Context: an optimization exercise on an open-source flow, tuned for small area. The choices shown serve that exercise and are no tape-out recipe.
Only simulation tests tie the RTL to the original design; equivalence was not proved.

--- flow/run.sh ---
#!/bin/bash
# synth_recipe.tcl (not shown) runs the flow's synth.tcl, then flattens the netlist and writes it again
# the make line also repeats each setting of config.mk as NAME=value (left out here)
make -C /OpenROAD-flow-scripts/flow DESIGN_CONFIG=/design/flow/config.mk WORK_HOME=/design/flow/orfs CLKGATE_MAP_FILE= SYNTH_SCRIPT=/design/flow/synth_recipe.tcl finish
--- flow/config.mk ---
export PLATFORM = sky130hd
export DESIGN_NAME = road_edge_generator
export DESIGN_NICKNAME = road_edge_generator
export VERILOG_FILES = /design/flow/design.v
export SDC_FILE = /design/flow/constraint.sdc
export NUM_CORES = 8
export LEC_CHECK = 0
export ABC_AREA = 1
export CAP_MARGIN = 20
export CORE_MARGIN = 2
export CORE_UTILIZATION = 40
export SLEW_MARGIN = 20
export SYNTH_MEMORY_MAX_BITS = 8192
--- flow/constraint.sdc ---
create_clock -name core_clock -period 10.0 [get_ports {clk}]
set_input_delay 2.0000 -clock core_clock [delete_from_list [all_inputs] [get_ports {clk}]]
set_output_delay 2.0000 -clock core_clock [all_outputs]
set_load 0.01 [all_outputs]
--- flow/design.v ---
`default_nettype none
module road_edge_generator (
    input  wire logic        clk,
    input  wire logic        rst,
    input  wire logic        tick,
    input  wire logic        restart,
    output      logic        ready,
    input  wire logic [8:0]  rd_row,
    output      logic [9:0]  rd_left,
    output      logic [9:0]  rd_right,
    input  wire logic [8:0]  probe_row,
    output      logic [9:0]  probe_left,
    output      logic [9:0]  probe_right
);
    localparam logic [9:0] c_xc   = 10'd464;
    localparam logic [9:0] c_lo   = 10'd202;
    localparam logic [9:0] c_hi   = 10'd725;
    localparam logic [15:0] c_seed = 16'hACE1;
    logic        r_run;      
    logic [8:0]  r_cnt;      
    logic        r_full;     
    logic [9:0]  r_centre;
    logic        r_up;       
    logic        r_dn;       
    logic [15:0] r_lfsr;
    logic [9:0]  r_cw [16];
    logic        r_wup [32];
    logic        r_wdn [32];
    function automatic logic [9:0] f_walk(input logic [9:0] x, input logic up,
                                          input logic dn, input logic [4:0] k);
        logic [10:0] s;
        logic [10:0] v;
        v = {1'b0, x};
        if (up) begin
            s = {1'b0, x} + {5'd0, k, 1'b0};
            if (s > {1'b0, c_hi})
                v = 11'd1451 + {10'd0, x[0]} - s;
            else
                v = s;
        end else if (dn) begin
            s = {1'b0, x} - {5'd0, k, 1'b0};
            if (s < {1'b0, c_lo})
                v = 11'd402 + {10'd0, x[0]} - s;
            else
                v = s;
        end
        f_walk = v[9:0];
    endfunction
    logic [10:0] w_sum;
    logic        w_clamp_lo, w_clamp_hi;
    logic [9:0]  w_nc;
    logic        w_fb;
    logic        w_adv;      
    logic        w_wr;       
    assign w_sum      = r_up ? {1'b0, r_centre} + 11'd2 :
                        r_dn ? {1'b0, r_centre} - 11'd2 : {1'b0, r_centre};
    assign w_clamp_lo = (w_sum < {1'b0, c_lo});
    assign w_clamp_hi = (w_sum > {1'b0, c_hi});
    assign w_nc       = w_clamp_lo ? c_lo : (w_clamp_hi ? c_hi : w_sum[9:0]);
    assign w_fb       = r_lfsr[15] ^ r_lfsr[13] ^ r_lfsr[12] ^ r_lfsr[10];
    assign w_adv      = r_run & tick & ~restart;
    assign w_wr       = w_adv & (r_cnt[3:0] == 4'd0);
    always_ff @(posedge clk or posedge rst) begin
        if (rst) begin
            r_run    <= 1'b0;
            r_cnt    <= '0;
            r_full   <= 1'b0;
            r_centre <= c_xc;
            r_up     <= 1'b0;
            r_dn     <= 1'b0;
            r_lfsr   <= c_seed;
        end else if (restart) begin
            r_run    <= 1'b0;
            r_cnt    <= '0;
            r_full   <= 1'b0;
            r_centre <= c_xc;
            r_up     <= 1'b0;
            r_dn     <= 1'b0;
        end else if (!r_run) begin
            if (r_cnt == 9'd479) begin
                r_run <= 1'b1;
                r_cnt <= '0;
            end else begin
                r_cnt <= r_cnt + 9'd1;
            end
        end else begin
            if (r_cnt[8:5] == 4'hF)
                r_full <= 1'b1;
            if (tick) begin
                r_cnt    <= r_cnt + 9'd1;
                r_centre <= w_nc;
                r_lfsr   <= {r_lfsr[14:0], w_fb};
                if (w_clamp_lo) begin
                    r_up <= 1'b1;
                    r_dn <= 1'b0;
                end else if (w_clamp_hi) begin
                    r_up <= 1'b0;
                    r_dn <= 1'b1;
                end else if (r_cnt[3:0] == 4'hF) begin
                    r_up <= (r_lfsr[1:0] == 2'b01);
                    r_dn <= (r_lfsr[1:0] == 2'b10);
                end
            end
        end
    end
    always_ff @(posedge clk) begin
        for (int i = 0; i < 32; i++) begin
            if (w_wr && r_cnt[8:4] == 5'(i)) begin
                r_wup[i] <= r_up;
                r_wdn[i] <= r_dn;
            end
        end
        for (int i = 0; i < 16; i++) begin
            if (w_wr && r_cnt[4] == 1'b0 && r_cnt[8:5] == 4'(i))
                r_cw[i] <= r_centre;
        end
    end
    function automatic logic [9:0] f_row_centre(input logic [8:0] row);
        logic [9:0] u;
        logic [8:0] t;
        logic [9:0] x;
        logic       up, dn;
        u = {1'b0, r_cnt} - {1'b0, row} - 10'd1;
        t = u[8:0];
        x = r_cw[t[8:5]];
        if (t[4])
            x = f_walk(x, r_wup[{t[8:5], 1'b0}], r_wdn[{t[8:5], 1'b0}], 5'd16);
        up = r_wup[t[8:4]];
        dn = r_wdn[t[8:4]];
        x = f_walk(x, up, dn, {1'b0, t[3:0]} + 5'd1);
        if (!r_run || (u[9] && !r_full))
            x = c_xc;
        f_row_centre = x;
    endfunction
    logic [9:0] r_rd_c, r_pr_c;
    logic       r_rd_z, r_pr_z;
    always_ff @(posedge clk or posedge rst) begin
        if (rst) begin
            r_rd_z <= 1'b1;
            r_pr_z <= 1'b1;
        end else begin
            r_rd_z <= (rd_row >= 9'd480);
            r_pr_z <= (probe_row >= 9'd480);
        end
    end
    always_ff @(posedge clk) begin
        r_rd_c <= f_row_centre(rd_row);
        r_pr_c <= f_row_centre(probe_row);
    end
    assign rd_left     = r_rd_z ? 10'd0 : r_rd_c - 10'd50;
    assign rd_right    = r_rd_z ? 10'd0 : r_rd_c + 10'd50;
    assign probe_left  = r_pr_z ? 10'd0 : r_pr_c - 10'd50;
    assign probe_right = r_pr_z ? 10'd0 : r_pr_c + 10'd50;
    assign ready = r_run;
endmodule
`default_nettype wire
==> results of run 1 <==
registers in the layout (all words and copies together), names as in the netlist:
register / count
r_dn: 1
r_lfsr: 16
r_pr_c: 10
r_full: 1
r_up: 1
r_centre: 10
r_rd_c: 10
r_rd_z: 1
r_cw: 160
r_wup: 32
r_wdn: 32
r_cnt: 9
r_pr_z: 1
r_run: 1
layout make-up:
class / count / area (um2)
fillers: 5210 / 27800
flip-flops and latches: 285 / 8170
clock buffers: 44 / 931
multi-input cells: 2135 / 11000
clock inverters: 20 / 317
inverters: 363 / 1360
diodes: 2 / 5.00
well taps: 680 / 851
repair buffers: 104 / 936
worst reg2reg max path: cells and delay by family (launching register included):
kind	cells	cell delay, ns
adders and majority gates	4	1.30
xor gates and xnor gates	2	0.62
and+or+nand+nor	25	3.52
AOI/OAI and AO/OA	5	1.07
buffers and inverters	4	0.38
DFF	1	0.74
logic make-up after synthesis:
group,synth area share
AO/OA/AOI/OAI,0.0930
AND/OR/NAND/NOR,0.361
adder cells (fa/ha/maj),0.0477
buffers and inverters,0.0823
flip-flops,0.391
XOR/XNOR,0.0246
cell usage in the layout (no fill, tap or decap), types with 29 or more instances in the layout:
cell type        synthesis  layout
nor2_2                  22      29
nor2_1                 327     320
clkdlybuf4s50_1          0      62
nand4_1                 50      50
ha_1                    70      70
nor3_1                  51      51
o21ai_0                104     104
o22ai_1                 33      33
a21oi_1                 96      96
nand2_2                 35      35
nand3_1                265     265
edfxtp_1               224     224
inv_1                  329     328
inv_2                   29      29
nand2_1                842     842
buf_4                   13      42
xor2_1                  41      41
clkbuf_16                0      36
synthesized netlist by cell type, types with 5 or more instances:
cell,instances,area [um2]
a2111oi_0,5,43.8
a21oi_1,96,480
a21oi_2,5,43.8
a221oi_1,9,78.8
buf_2,8,40.0
buf_4,13,97.6
buf_6,11,124
clkbuf_1,23,86.3
clkinv_1,5,18.8
dfrtp_1,27,676
dfstp_2,14,368
dfxtp_1,20,400
edfxtp_1,224,6730
fa_1,6,120
ha_1,70,876
inv_1,329,1230
inv_2,29,109
nand2_1,842,3160
nand2_2,35,219
nand2_4,11,124
nand2_8,6,120
nand3_1,265,1330
nand3_2,13,130
nand4_1,50,313
nor2_1,327,1230
nor2_2,22,138
nor2_4,25,282
nor3_1,51,255
nor4_1,7,43.8
o2111ai_1,8,70.1
o211ai_1,11,82.6
o21ai_0,104,521
o21ai_1,8,40.0
o21bai_1,8,60.1
o221ai_1,6,52.6
o22ai_1,33,206
o31ai_1,11,82.6
or2_2,6,37.5
xnor2_1,14,123
xor2_1,41,359
layer usage:
layer | GRT usage | vias up | part of all wire
met5 | 0 | - | 0
met4 | 0.101 | 0 | 0.032
met3 | 0.0629 | 165 | 0.091
met2 | 0.482 | 969 | 0.46
met1 | 0.381 | 9638 | 0.42
li1 | - | 9551 | -
per-stage QoR:
step           instances  instance area (um2)  setup slack [ns]
2_1_floorplan       2840                20900              2.43
3_3_place_gp        3567                22300             0.456
3_5_place_dp        3567                22300             0.401
4_1_cts             3631                23600             0.978
5_1_grt             3631                23600             0.152
6_report            3633                23600             0.831
path summary, 6_finish.rpt:
| kind | startpoint | end | depth (start not counted) |
|---|---|---|---|
| worst max-delay path | rd_row[0] | r_rd_c[6] | 43 |
| worst min-delay path | r_lfsr[7] | r_lfsr[7] | 2 |
| worst max register to register | r_cnt[7] | r_rd_c[6] | 40 |
| worst min register to register | r_lfsr[7] | r_lfsr[7] | 2 |
| max in group asynchronous | rst | r_cnt[6] | 2 |
| min in group asynchronous | rst | r_lfsr[2] | 2 |
==> impl_metrics.json, run 1 <==
{
  "drcViolationCount": 0,
  "cts_max_path_buffers": 3,
  "critPathCaptureType": "flip-flop",
  "grt_overflow": 0,
  "dr.pass1.iters": 6,
  "slowest_delay_ns": 0.51,
  "crit_buf_inv": 5,
  "min_period_over_period": 0.917,
  "ys.flop_type": "edfxtp_1",
  "post-cts-setup-buffer-count": 0,
  "cp_data_arrival_time_ns": 9.67,
  "path_clk_slew_ns": 0.06,
  "hp-class": "reg -> reg",
  "cts_tree": "done",
  "setup_viol": 0,
  "syn_area_per_cell_um2": 7.35,
  "slew_headroom": 0.262,
  "grt_pass1_vias": 19498,
  "wl_per_cell_um": 21.9,
  "grt_pass1_wl_um": 118000,
  "gp_congestion": 1.01,
  "io_buffers": 62,
  "seq_area_frac_synth": 0.391,
  "placementRows": 83,
  "finalHoldViolCount": 0,
  "h-tree-depth": 2,
  "crit_family": "simple AND/OR/NAND/NOR gates",
  "routed_wl_um": 79700,
  "vias_per_cell": 5.59,
  "chipHeight_um": 232,
  "clkLatencyLatePin_ns": 0.58,
  "antenna_found_initial": 0,
  "rsz0062_at_grt": "no",
  "cts_resized": 0,
  "hold_buffers": 0,
  "drt_iter0_markers": 2035,
  "max_freq_ghz": 0.109,
  "max-cap-violations": 0,
  "whs_ns": 0.466,
  "nNetsFinal": 3023,
  "yosysWarnings": 4,
  "cts_root_buffer": "clkbuf_16",
  "start_kind": "input port",
  "syn_nets": 2938,
  "syn_area_mm2": 0.0209,
  "cts_inserted_buffers": 36,
  "cp_slowest_cell": "nor2_4",
  "crit_type": "in -> reg",
  "grt.total_usage": 0.293,
  "grt_start_max_net_pins": 42,
  "core_mm2": 0.0514,
  "status": "timing/DRC/antenna clean",
  "cp.required_ns": 10.50,
  "period_minus_slack_ns": 9.17,
  "worst-slew-pin-transition_ns": 1.10,
  "synthCells": 2840,
  "setup-tns-final_ns": 0,
  "critPathMaxFanout": 16,
  "die_area_mm2": 0.0540,
  "synth_seq_cells": 285,
  "drive_gt1_frac": 0.0949,
  "r2r_slack_ns": 2.29,
  "finClkSkew_ns": 0.0272,
  "final_core_util": 0.459,
  "syn2layout_area_growth_pct": 12.9,
  "dp_hpwl_um": 60900,
  "vias": 20323,
  "die_width_um": 232,
  "ant_nets": 0,
  "critPathMostFrequentCell": "nand3_1",
  "ys_async_sr_fraction": 0.144,
  "synth_edf_count": 224,
  "slew_viol_final": 0,
  "io-pin-count": 63,
  "synth.distinct_cells": 66,
  "initial_core_util": 0.406,
  "cts_sinks": 285
}
==> run 2: changes to the inputs <==
==> flow/design.v (replaced) <==
`default_nettype none
module road_edge_generator (
    input  wire logic        clk,
    input  wire logic        rst,
    input  wire logic        tick,
    input  wire logic        restart,
    output      logic        ready,
    input  wire logic [8:0]  rd_row,
    output      logic [9:0]  rd_left,
    output      logic [9:0]  rd_right,
    input  wire logic [8:0]  probe_row,
    output      logic [9:0]  probe_left,
    output      logic [9:0]  probe_right
);
    localparam int G   = 4;                  
    localparam int GB  = $clog2(G);
    localparam int SB  = 4 + GB;             
    localparam int NG  = 512 >> SB;          
    localparam int NGB = 9 - SB;
    localparam int NC  = (G > 2) ? NG + 1 : NG;    
    localparam logic [9:0]  c_z0   = 10'd762;    
    localparam logic [9:0]  c_zlo  = 10'd500;    
    localparam logic [15:0] c_seed = 16'hACE1;
    logic        r_run;      
    logic [8:0]  r_cnt;      
    logic        r_full;     
    logic [9:0]  r_z;        
    logic        r_up;       
    logic        r_dn;       
    logic [15:0] r_lfsr;
    logic [9:0]  r_gz  [NC];
    logic [G-1:0] r_gup [NC];
    logic [G-1:0] r_gdn [NC];
    function automatic logic [9:0] f_walk(input logic [9:0] z, input logic up,
                                          input logic dn, input logic [4:0] k);
        logic [10:0] a;
        logic [10:0] s;
        logic [4:0]  b;
        logic [9:0]  v;
        a = dn ? -{5'd0, k, 1'b0} : (up ? {5'd0, k, 1'b0} : 11'd0);
        s = {1'b0, z} + a;
        b = s[4:0] + 5'd12;              
        if (up && s[10])
            v = {~s[9:1], 1'b1};
        else if (dn && (s < {1'b0, c_zlo}))
            v = c_zlo + {5'd0, ~b[4:1], 1'b0};
        else
            v = s[9:0];
        f_walk = v;
    endfunction
    logic [9:0]  w_nz;
    logic        w_clamp_lo, w_clamp_hi;
    logic        w_fb;
    logic        w_adv;
    logic        w_wstart;
    always_comb begin
        w_clamp_hi = r_up && (r_z == 10'd1023 || r_z == 10'd1022);
        w_clamp_lo = r_dn && (r_z == c_zlo || r_z == c_zlo + 10'd1);
        if (w_clamp_hi)
            w_nz = 10'd1023;
        else if (w_clamp_lo)
            w_nz = c_zlo;
        else
            w_nz = r_z + (r_up ? 10'd2 : 10'd0) - (r_dn ? 10'd2 : 10'd0);
    end
    assign w_fb     = r_lfsr[15] ^ r_lfsr[13] ^ r_lfsr[12] ^ r_lfsr[10];
    assign w_adv    = r_run & tick & ~restart;
    assign w_wstart = w_adv & (r_cnt[3:0] == 4'd0);
    always_ff @(posedge clk or posedge rst) begin
        if (rst) begin
            r_run  <= 1'b0;
            r_cnt  <= '0;
            r_full <= 1'b0;
            r_z    <= c_z0;
            r_up   <= 1'b0;
            r_dn   <= 1'b0;
            r_lfsr <= c_seed;
        end else if (restart) begin
            r_run  <= 1'b0;
            r_cnt  <= '0;
            r_full <= 1'b0;
            r_z    <= c_z0;
            r_up   <= 1'b0;
            r_dn   <= 1'b0;
        end else if (!r_run) begin
            if (r_cnt == 9'd479) begin
                r_run <= 1'b1;
                r_cnt <= '0;
            end else begin
                r_cnt <= r_cnt + 9'd1;
            end
        end else begin
            if (r_cnt[8:5] == 4'hF)
                r_full <= 1'b1;
            if (tick) begin
                r_cnt  <= r_cnt + 9'd1;
                r_z    <= w_nz;
                r_lfsr <= {r_lfsr[14:0], w_fb};
                if (w_clamp_lo) begin
                    r_up <= 1'b1;
                    r_dn <= 1'b0;
                end else if (w_clamp_hi) begin
                    r_up <= 1'b0;
                    r_dn <= 1'b1;
                end else if (r_cnt[3:0] == 4'hF) begin
                    r_up <= (r_lfsr[1:0] == 2'b01);
                    r_dn <= (r_lfsr[1:0] == 2'b10);
                end
            end
        end
    end
    always_ff @(posedge clk) begin
        if (w_wstart && r_cnt[SB-1:4] == '0) begin
            r_gz[0] <= r_z;
            for (int i = 1; i < NC; i++) begin
                r_gz[i]  <= r_gz[i-1];
                r_gup[i] <= r_gup[i-1];
                r_gdn[i] <= r_gdn[i-1];
            end
        end
        for (int j = 0; j < G; j++) begin
            if (w_wstart && r_cnt[SB-1:4] == GB'(j)) begin
                r_gup[0][j] <= r_up;
                r_gdn[0][j] <= r_dn;
            end
        end
    end
    logic [8:0] w_tm1;
    assign w_tm1 = r_cnt - 9'd1;
    function automatic logic [9:0] f_row_z(input logic [8:0] row);
        logic [9:0]     u;
        logic [8:0]     t;
        logic [NGB:0]   gi;
        logic [9:0]     z;
        logic [G-1:0]   gu, gd;
        logic [GB-1:0]  m;
        u   = {1'b0, r_cnt} + {1'b0, ~row};        
        t   = u[8:0];
        gi  = {1'b0, row[8:SB]} + {{NGB{1'b0}}, (w_tm1[SB-1:0] < row[SB-1:0])};
        z  = r_gz[gi];
        gu = r_gup[gi];
        gd = r_gdn[gi];
        m = t[SB-1:4];
        for (int i = 0; i < G - 1; i++) begin
            if (m > GB'(i))
                z = f_walk(z, gu[i], gd[i], 5'd16);
        end
        z = f_walk(z, gu[m], gd[m], {1'b0, t[3:0]} + 5'd1);
        if (!r_run || (!u[9] && !r_full))
            z = c_z0;
        f_row_z = z;
    endfunction
    logic [9:0] r_rd_z, r_pr_z;
    logic       r_rd_o, r_pr_o;
    always_ff @(posedge clk or posedge rst) begin
        if (rst) begin
            r_rd_o <= 1'b1;
            r_pr_o <= 1'b1;
        end else begin
            r_rd_o <= (rd_row >= 9'd480);
            r_pr_o <= (probe_row >= 9'd480);
        end
    end
    always_ff @(posedge clk) begin
        r_rd_z <= f_row_z(rd_row);
        r_pr_z <= f_row_z(probe_row);
    end
    assign rd_left     = r_rd_o ? 10'd0 : r_rd_z - 10'd348;
    assign rd_right    = r_rd_o ? 10'd0 : r_rd_z - 10'd248;
    assign probe_left  = r_pr_o ? 10'd0 : r_pr_z - 10'd348;
    assign probe_right = r_pr_o ? 10'd0 : r_pr_z - 10'd248;
    assign ready = r_run;
endmodule
`default_nettype wire
--- a/flow/config.mk
+++ b/flow/config.mk
@@ -6,5 +6,4 @@
 export NUM_CORES = 8
 export LEC_CHECK = 0
-export ABC_AREA = 1
 export CAP_MARGIN = 20
 export CORE_MARGIN = 2
==> impl_metrics.json, run 2 <==
{
  "status": "finished with violations",
  "so.violations": "setup timing",
  "finalHoldViolCount": 0,
  "rsz0062_at_grt": "yes",
  "grtUsageMet3": 0.0281,
  "cts_inserted_buffers": 26,
  "h-tree-depth": 1,
  "regMostFlops": "r_gz",
  "setup_ws_ns": -3.05,
  "vias_per_cell": 5.51,
  "cts_sinks": 223,
  "final_cell_mix": "buf_4, edfxtp_1, nand2_1",
  "initial_core_util": 0.403,
  "r2r_start": "r_cnt[0]",
  "slew_viol_final": 0,
  "die_area_mm2": 0.0426,
  "path_clk_slew_ns": 0.06,
  "hold_end": "r_lfsr[6]",
  "clkLatencyLatePin_ns": 0.57,
  "fill_cells": 3485,
  "period_minus_slack_ns": 13.05,
  "final_common_cell": "buf_4",
  "ant_nets": 0,
  "reg2regPathDepth": 67,
  "nNetsFinal": 2391,
  "critPathMostFrequentCell": "nor2_1",
  "antenna_found_initial": 0,
  "synth_seq_cells": 223,
  "grt_use_met1": 0.333,
  "crit_buf_inv": 5,
  "min_period_over_period": 1.31,
  "cts_max_path_buffers": 3,
  "worstHoldStart": "r_lfsr[5]",
  "gp_congestion": 0.941,
  "synth.top_cells.by_count": "edfxtp_1, nand2_1, ha_1, nor2_1, a21oi_1",
  "yosys-top-cells-area": "edfxtp_1, ha_1, xnor2_1",
  "max-cap-violations": 0,
  "cp_data_arrival_time_ns": 13.50,
  "crit_type": "in -> reg",
  "syn_area_mm2": 0.0164,
  "cts_root_buffer": "clkbuf_16",
  "slowest_delay_ns": 0.40,
  "grt_pass1_vias": 15104,
  "vias": 15271,
  "routed_wl_um": 52000,
  "io_buffers": 62,
  "whs_ns": 0.454,
  "setup-tns-final_ns": -55.25,
  "synth_area_leader_cell": "edfxtp_1",
  "finClkSkew_ns": 0.0280,
  "r2r_slack_ns": -2.57,
  "grt_pass1_wl_um": 81100,
  "num_antenna_cells": 0,
  "core_mm2": 0.0406,
  "seq_area_frac_synth": 0.385,
  "critPathCaptureType": "flip-flop",
  "max_freq_ghz": 0.0766,
  "chipHeight_um": 206,
  "yosysTopAreaCellShare": 0.297,
  "wl_per_cell_um": 18.8,
  "largest_reg_flops": 90,
  "cts_tree": "done",
  "critPathMaxFanout": 8,
  "met2_usage": 0.393,
  "drcViolationCount": 0,
  "synth.distinct_cells": 97,
  "worstSetupStartpoint": "rd_row[1]",
  "design_area_mm2": 0.0232,
  "hold_depth": 2,
  "busiest_layer": "met2",
  "reg2reg_to": "r_rd_z[8]",
  "setup_viol": 20,
  "syn2layout_area_growth_pct": 41.6,
  "worst-slew-pin-transition_ns": 1.08,
  "io-pin-count": 63,
  "die_width_um": 206,
  "start_kind": "input port",
  "syn_nets": 1875,
  "yosysWarnings": 4,
  "drive_gt1_frac": 0.357,
  "grt_start_max_net_pins": 84,
  "placementRows": 74,
  "drt_iter0_markers": 1172,
  "reg.largest.list": "r_gz x90, r_gdn x36, r_gup x36",
  "synthCells": 1702,
  "hp-class": "reg -> reg",
  "syn_area_per_cell_um2": 9.64,
  "ys.flop_type": "edfxtp_1",
  "slew_headroom": 0.281,
  "placed_area_mm2": 0.0210,
  "crit_family": "compound AO/OA/AOI/OAI gates",
  "ys_async_sr_fraction": 0.184,
  "yosysMostFrequentCell": "edfxtp_1",
  "grt.total_usage": 0.240,
  "dr.pass1.iters": 6,
  "synth_edf_count": 162,
  "grt_overflow": 0,
  "cp.required_ns": 10.44,
  "cp_slowest_cell": "or3_1",
  "dp_hpwl_um": 39400
}
-- run 2: layout make-up --
cell class,instances,area (um2),share of cell area
Clock buffer,34,691,0.0297
Clock inverter,14,138,0.00593
Inverter,104,415,0.0179
Multi-Input combinational cell,1298,10500,0.451
Sequential cell,223,6310,0.272
Tap cell,532,666,0.0287
Timing Repair Buffer,565,4530,0.195
-- run 2: layer usage --
metal	part of all wire	wire length (um)	vias up
met1	0.45	23300	7364
met4	0.026	1350	0
met2	0.47	24400	500
li1	-	-	7318
met5	0	0	-
met3	0.056	2910	89
-- run 2: worst max-delay path by stage --
stage	endpoint	slack, ns	depth (start not counted)
4_1_cts	r_rd_z[8]	-2.86	66
3_5_place_dp	r_rd_z[6]	-4.83	64
2_1_floorplan	r_rd_z[8]	-3.17	67
5_1_grt	r_rd_z[6]	-3.62	66
6_report	r_rd_z[8]	-3.05	65
3_3_place_gp	r_rd_z[8]	-4.81	63
-- run 2: what timing repair did --
action,CTS,global route
gates resized for setup,124,83
cloned,0,0
buffers inserted,52,18
hold buffers,0,0
endpoints found under the setup margin,20,20
pin swaps,121,82
-- run 2: cell families after synthesis --
family,count (synthesis),share of synthesized area
compound gates,503,0.216
simple gates,498,0.146
flops,223,0.385
buf+inv,181,0.0452
fa+ha+maj,151,0.121
xor+xnor,119,0.0658
mux,27,0.0216
-- run 2: stage by stage --
stage / utilization / worst slack (ns) / std cells
floorplan: - / -3.17 / 1702
global placement: 0.517 / -4.81 / 2652
detailed placement: 0.517 / -4.83 / 2653
CTS: 0.559 / -2.86 / 2753
global route: 0.571 / -3.62 / 2770
finish: 0.571 / -3.05 / 2770
-- run 2: worst reg2reg max path, delay by kind of cell, from the launching register on --
family | cells | cell delay [ns]
AND/OR/NAND/NOR | 18 | 2.88
adder cells (fa/ha/maj) | 9 | 2.29
XOR/XNOR | 6 | 1.22
multiplexers | 2 | 0.55
flip-flops | 1 | 0.37
buffers and inverters | 6 | 0.84
AO/OA/AOI/OAI | 26 | 4.26
==> run 3: changes to the inputs <==
--- a/flow/config.mk
+++ b/flow/config.mk
@@ -6,4 +6,5 @@
 export NUM_CORES = 8
 export LEC_CHECK = 0
+export ABC_AREA = 1
 export CAP_MARGIN = 20
 export CORE_MARGIN = 2
==> impl_metrics.json, run 3 <==
{
  "synth.distinct_cells": 68,
  "yosysTopAreaCellShare": 0.291,
  "ys.flop_type": "edfxtp_1",
  "gp_congestion": 0.945,
  "drcViolationCount": 0,
  "syn_area_mm2": 0.0167,
  "synthAdderAreaFrac": 0.118,
  "status": "finished with violations",
  "cts_tree": "done",
  "cp_data_arrival_time_ns": 12.37,
  "yosys-top-cells-area": "edfxtp_1, ha_1, nand2_1",
  "critPathMaxFanout": 6,
  "routed_wl_um": 55400,
  "synthMuxAreaShare": 0,
  "reg.largest.list": "r_gz x90, r_gdn x36, r_gup x36",
  "yosys.area_share.simple": 0.239,
  "wl_per_cell_um": 17.3,
  "vias": 16785,
  "slew_headroom": 0.256,
  "die_width_um": 209,
  "vias_per_cell": 5.25,
  "num_antenna_cells": 0,
  "start_kind": "input port",
  "final_cell_mix": "buf_4, nand2_1, inv_1",
  "reg2regPathDepth": 79,
  "min_period_over_period": 1.19,
  "final_core_util": 0.592,
  "cts_root_buffer": "clkbuf_16",
  "crit_type": "in -> reg",
  "max-cap-violations": 0,
  "largest_reg_flops": 90,
  "seq_area_frac_synth": 0.377,
  "grt_start_max_net_pins": 157,
  "worst-slew-pin-transition_ns": 1.11,
  "yosysMostFrequentCell": "nand2_1",
  "dp_hpwl_um": 41900,
  "io-pin-count": 63,
  "synth_top_family_by_area": "simple AND/OR/NAND/NOR gates",
  "critPathCaptureType": "flip-flop",
  "yosysWarnings": 4,
  "synth.top_cells.by_count": "nand2_1, inv_1, nor2_1, edfxtp_1, ha_1",
  "nNetsFinal": 2819,
  "ys_async_sr_fraction": 0.184,
  "period_minus_slack_ns": 11.93,
  "drive_gt1_frac": 0.358,
  "setup_viol": 20,
  "worstSetupStartpoint": "probe_row[2]",
  "syn_nets": 2221,
  "cts_inserted_buffers": 26,
  "setup_ws_ns": -1.93,
  "cts_max_path_buffers": 3,
  "cp.required_ns": 10.43,
  "placementRows": 74,
  "synthXorXnorAreaFrac": 0.0366,
  "syn2layout_area_growth_pct": 45.3,
  "finClkSkew_ns": 0.0326,
  "so.violations": "setup timing",
  "dr.pass1.iters": 6,
  "grt.total_usage": 0.248,
  "finalHoldViolCount": 0,
  "grt_overflow": 0,
  "hold_buffers": 0,
  "grt_pass1_vias": 16515,
  "cts_sinks": 223,
  "initial_core_util": 0.407,
  "syn_area_per_cell_um2": 8.17,
  "clkLatencyLatePin_ns": 0.58,
  "worstHoldStart": "r_gz[4][3]",
  "io_buffers": 62,
  "max_freq_ghz": 0.0838,
  "path_clk_slew_ns": 0.06,
  "r2r_start": "r_cnt[0]",
  "critPathMostFrequentCell": "a21oi_2",
  "slew_viol_final": 0,
  "synth_area_leader_cell": "edfxtp_1",
  "synth_compound_area_frac": 0.142,
  "grt_pass1_wl_um": 86600,
  "final_common_cell": "buf_4",
  "chipHeight_um": 209,
  "synth_edf_count": 162,
  "hp-class": "reg -> reg",
  "hold_depth": 0,
  "die_area_mm2": 0.0435,
  "ant_nets": 0,
  "h-tree-depth": 1,
  "drt_iter0_markers": 1496,
  "regMostFlops": "r_gz",
  "core_mm2": 0.0411,
  "antenna_found_initial": 0,
  "slowest_delay_ns": 0.36,
  "synthCells": 2048,
  "cp_slowest_cell": "fa_2",
  "rsz0062_at_grt": "yes",
  "synth_seq_cells": 223
}
## run 3: per-stage QoR
stage               instance area, um2  TNS (ns)  std cells  hold WS [ns]  worst slack [ns]
global placement                 21500    -53.31       3036         0.429             -2.82
floorplan                        17100    -26.83       2048         0.425             -1.49
detailed placement               21500    -58.13       3036         0.438             -3.09
CTS                              23500    -36.16       3169         0.434             -1.96
global route                     24300    -49.05       3198         0.452             -2.60
finish                           24300    -34.98       3198         0.440             -1.93
## run 3: path summary, 6_finish.rpt
path,to,slack [ns]
worst max register to register,r_pr_z[4],-1.30
min in group asynchronous,r_cnt[2],1.86
worst max-delay path,r_pr_z[4],-1.93
worst min-delay path,r_gz[5][3],0.44
worst min register to register,r_gz[5][3],0.44
max in group asynchronous,r_z[5],7.72
## run 3: logic make-up after synthesis
group,after synthesis
and+or+nand+nor,853
AOI/OAI and AO/OA,380
buffers and inverters,371
DFF,223
adders and majority gates,151
xor gates and xnor gates,70
## run 3: critical path, delay by kind of cell
| family | cells | cell delay, ns |
|---|---|---|
| simple gates | 27 | 2.65 |
| fa+ha+maj | 9 | 2.37 |
| compound gates | 23 | 3.36 |
| xor+xnor | 4 | 0.70 |
| buf+inv | 13 | 1.25 |
## run 3: routing by layer
| metal | up-vias | track usage | share of wire |
|---|---|---|---|
| li1 | 8176 | - | - |
| met1 | 7954 | 0.327 | 0.43 |
| met2 | 536 | 0.412 | 0.47 |
| met3 | 119 | 0.0467 | 0.068 |
| met4 | 0 | 0.0808 | 0.033 |
| met5 | - | 0 | 0 |
## run 3: layout make-up
type,instances,area (um2)
Fill cell,3635,16800
Sequential cell,223,6310
Clock buffer,32,693
Timing Repair Buffer,600,4860
Clock inverter,16,128
Tap cell,532,666
Multi-Input combinational cell,1454,10300
Inverter,341,1370
## run 3: timing repair
action,4_1_cts,5_1_grt
setup buffers,86,33
pin swaps,146,175
gates cloned,1,0
endpoints found under the setup margin,20,20
endpoints found under the hold margin,0,0
resized for setup,153,136

## separate check: timing with driven ports
The results above use ideal ports. As a check the final layouts listed here were re-extracted and re-timed, cells and wires unchanged. Step 1 assumes that a clkbuf_16 drives the clock port and a buf_2 every other input. Step 2, shift: input delay + t, output delay - t, t = (earliest + latest rising clock arrival at the registers) / 2. This alone moves slack from input paths to output paths. Three values: ideal, step 1, step 2; two values: the first two.
| run | shift t [ns] | setup slack, ns | worst hold slack (ns) | worst register clock-pin slew, ns |
|---|---|---|---|---|
| run 1 | 0.621 | 0.831 / 0.870 / 0.248 | 0.466 / 0.466 / 0.466 | 0.07 / 0.07 |
| run 2 | 0.615 | -3.053 / -3.059 / -3.674 | 0.454 / 0.454 / 0.454 | 0.07 / 0.07 |
| run 3 | 0.616 | -1.933 / -1.943 / -2.559 | 0.440 / 0.440 / 0.440 | 0.06 / 0.06 |
For run 3, which loses most, drivers alone change the setup slack by -0.010 ns; drivers and shift together by -0.626 ns.
